Context: an optimization exercise on an open-source flow, tuned for small area, a short achievable clock period and few clock cycles per item. The choices shown serve that exercise and are no tape-out recipe.
The RTL was checked by simulation tests, not by an equivalence proof against the original design.

## pixel_arithmetic_gain_offset
module pixel_arithmetic_gain_offset
(
    input  logic        clk,
    input  logic        rst_n,
    input  logic        psel,
    input  logic        penable,
    input  logic        pwrite,
    input  logic [3:0]  paddr,
    input  logic [31:0] pwdata,
    output logic [31:0] prdata,
    output logic        pready,
    input  logic        s_axis_tvalid,
    output logic        s_axis_tready,
    input  logic [15:0] s_axis_tdata,    
    output logic        m_axis_tvalid,
    input  logic        m_axis_tready,
    output logic [7:0]  m_axis_tdata     
);
For scale: about 6000 cells after synthesis, about 47000 µm² of cells after synthesis.
export LEC_CHECK = 0
export ABC_AREA = 1
export CAP_MARGIN = 20
export CORE_MARGIN = 2
export CORE_UTILIZATION = 45
export PLACE_DENSITY = 0.65
export SLEW_MARGIN = 65
create_clock -name core_clock -period 20.0 [get_ports {clk}]
standard.sh (not shown) runs the stock make flow with config.mk's settings and CLKGATE_MAP_FILE= SYNTH_SCRIPT=/design/flow/synth_recipe.tcl, a recipe that flattens the netlist after the stock synthesis.
==> flow/flow/run.sh <==
#!/bin/bash
set -o pipefail
export BUFFER_PORTS_ARGS="-buffer_cell sky130_fd_sc_hd__buf_4"
export SETUP_SLACK_MARGIN=15.2
bash standard.sh > standard.log 2>&1
The first run went through all stages and came out clean.
Testbench counts at the start, summed over its fixed seeds: cycles 25,056, items 24,576.
Next try:
--- a/flow/flow/run.sh
+++ b/flow/flow/run.sh
@@ -4 +4,2 @@
-export SETUP_SLACK_MARGIN=15.2
+export SETUP_SLACK_MARGIN=14.85
+export CTS_ARGS="-sink_clustering_enable -repair_clock_nets -dont_use_dummy_load"
CORE_UTILIZATION = 50   (was 45)
PLACE_DENSITY = 0.68   (was 0.65)
SLEW_MARGIN = 20   (was 65)
Result: Setup slack gets worse by 0.046 ns. Worst hold slack gets better by 0.028 ns. Clock skew grows by 0.015 ns. Sequential share of layout area rose by 0.59 points. Cell area fell by about 3.7%. Cell count is lower by about 2%. Synthesized cell count does not change.
Next try:
==> flow/flow/run.sh (replaced) <==
#!/bin/bash
set -o pipefail
export BUFFER_PORTS_ARGS="-buffer_cell sky130_fd_sc_hd__buf_4"
export SETUP_SLACK_MARGIN=15.2
bash standard.sh > standard.log 2>&1
CORE_UTILIZATION = 40   (was 50)
PLACE_DENSITY = 0.6   (was 0.68)
SLEW_MARGIN = 65   (was 20)
Result: First-iteration DRC count fell by about 20%. Final cell count rose by about 5%. Design area rose by 5.1%. Fmax rose by about 0.8%. Routed wire length rose by 9.5%. Die area rose by about 25%. Worst setup slack improved by 0.043 ns. Worst hold slack got worse by 0.017 ns.
Next try:
--- a/flow/flow/run.sh
+++ b/flow/flow/run.sh
@@ -4 +4,2 @@
-export SETUP_SLACK_MARGIN=15.2
+export SETUP_SLACK_MARGIN=14.7
+export CTS_ARGS="-sink_clustering_enable -repair_clock_nets -dont_use_dummy_load"
CORE_UTILIZATION = 50   (was 40)
PLACE_DENSITY = 0.68   (was 0.6)
SLEW_MARGIN = 20   (was 65)
Result: The new run passed the timing, DRC and antenna checks; setup slack is worse by 0.13 ns; cell count drops by 4.9%; wire length goes down by 8.9%; first-iteration DRC count rises by 21%; design area fell by 5.4%; via count goes up by 2.4%; count of clock-buffer cells in the layout shrinks by 25; non-clock buffer count falls by 74; area after synthesis is unchanged.
Next try:
--- a/flow/flow/run.sh
+++ b/flow/flow/run.sh
@@ -4 +4 @@
-export SETUP_SLACK_MARGIN=14.7
+export SETUP_SLACK_MARGIN=15.2
CAP_MARGIN = 10   (was 20)
CORE_UTILIZATION = 45   (was 50)
PLACE_DENSITY = 0.65   (was 0.68)
SLEW_MARGIN = 10   (was 20)
- setup slack gets better by 0.13 ns
- wire length grows slightly
- utilization drops by 3.3 points
- die area rose by roughly a tenth


pixel_arithmetic_gain_offset again, from the RTL that the note above started with.
export LEC_CHECK = 0
export ABC_AREA = 1
export CAP_MARGIN = 20
export CORE_MARGIN = 2
export CORE_UTILIZATION = 50
export PLACE_DENSITY = 0.68
export SLEW_MARGIN = 20
create_clock -name core_clock -period 20.0 [get_ports {clk}]
==> flow/flow/run.sh <==
#!/bin/bash
set -o pipefail
export BUFFER_PORTS_ARGS="-buffer_cell sky130_fd_sc_hd__buf_4"
export SETUP_SLACK_MARGIN=15.0
export CTS_ARGS="-sink_clustering_enable -repair_clock_nets -dont_use_dummy_load"
bash standard.sh > standard.log 2>&1
Testbench counts at the start, summed over its fixed seeds: cycles 25,056, items 24,576.
Change:
==> flow/flow/run.sh (replaced) <==
#!/bin/bash
set -o pipefail
export BUFFER_PORTS_ARGS="-buffer_cell sky130_fd_sc_hd__buf_4"
export SETUP_SLACK_MARGIN=15.2
export CTS_ARGS="-sink_clustering_enable -repair_clock_nets -dont_use_dummy_load"
bash standard.sh > standard.log 2>&1
--- a/flow/config.mk
+++ b/flow/config.mk
@@ -10,4 +10,4 @@
 export CORE_MARGIN = 2
-export CORE_UTILIZATION = 50
-export PLACE_DENSITY = 0.68
+export CORE_UTILIZATION = 45
+export PLACE_DENSITY = 0.65
 export SLEW_MARGIN = 20
=>
- The new run finished with timing, DRC and antenna clean
- fmax goes up slightly
- cell count goes up slightly
- routed wire length goes up by a few percent
- design area goes up slightly
- setup slack improved by 0.019 ns
- critical path depth stays the same
- via count goes down slightly

port drivers added, routing unchanged:
How much do the figures lean on ideal ports? The routed layouts below were timed once more, with nothing changed but the port constraints.
Step 1: set_driving_cell puts a clkbuf_16 on clk and a buf_2 on each other input, an assumption about the parent block.
Step 2, shift: input delay + t, output delay - t, t = (earliest + latest rising clock arrival at the registers) / 2. This alone moves slack from input paths to output paths.
Slacks: ideal ports / drivers / drivers and shift; pairs: ideal ports / drivers.
run | t, ns | setup slack, ns | worst slew at a driven data input, ns
the first run of note 1 | 0.686 | 14.830 / 14.753 / 14.574 | 0.20
the second run of note 1 | 0.702 | 14.784 / 14.713 / 14.234 | 0.08
the third run of note 1 | 0.691 | 14.827 / 14.747 / 14.471 | 0.19
the fourth run of note 1 | 0.698 | 14.696 / 14.643 / 14.045 | 0.08
the fifth run of note 1 | 0.678 | 14.825 / 14.750 / 14.583 | 0.20
the first run of note 2 | 0.671 | 14.821 / 14.747 / 14.339 | 0.07
the second run of note 2 | 0.674 | 14.840 / 14.765 / 14.572 | 0.18
After both steps every run listed still meets setup and hold. The setup slack of the fourth run of note 1, which loses most, moves by -0.053 ns with the drivers and by -0.651 ns with both steps.
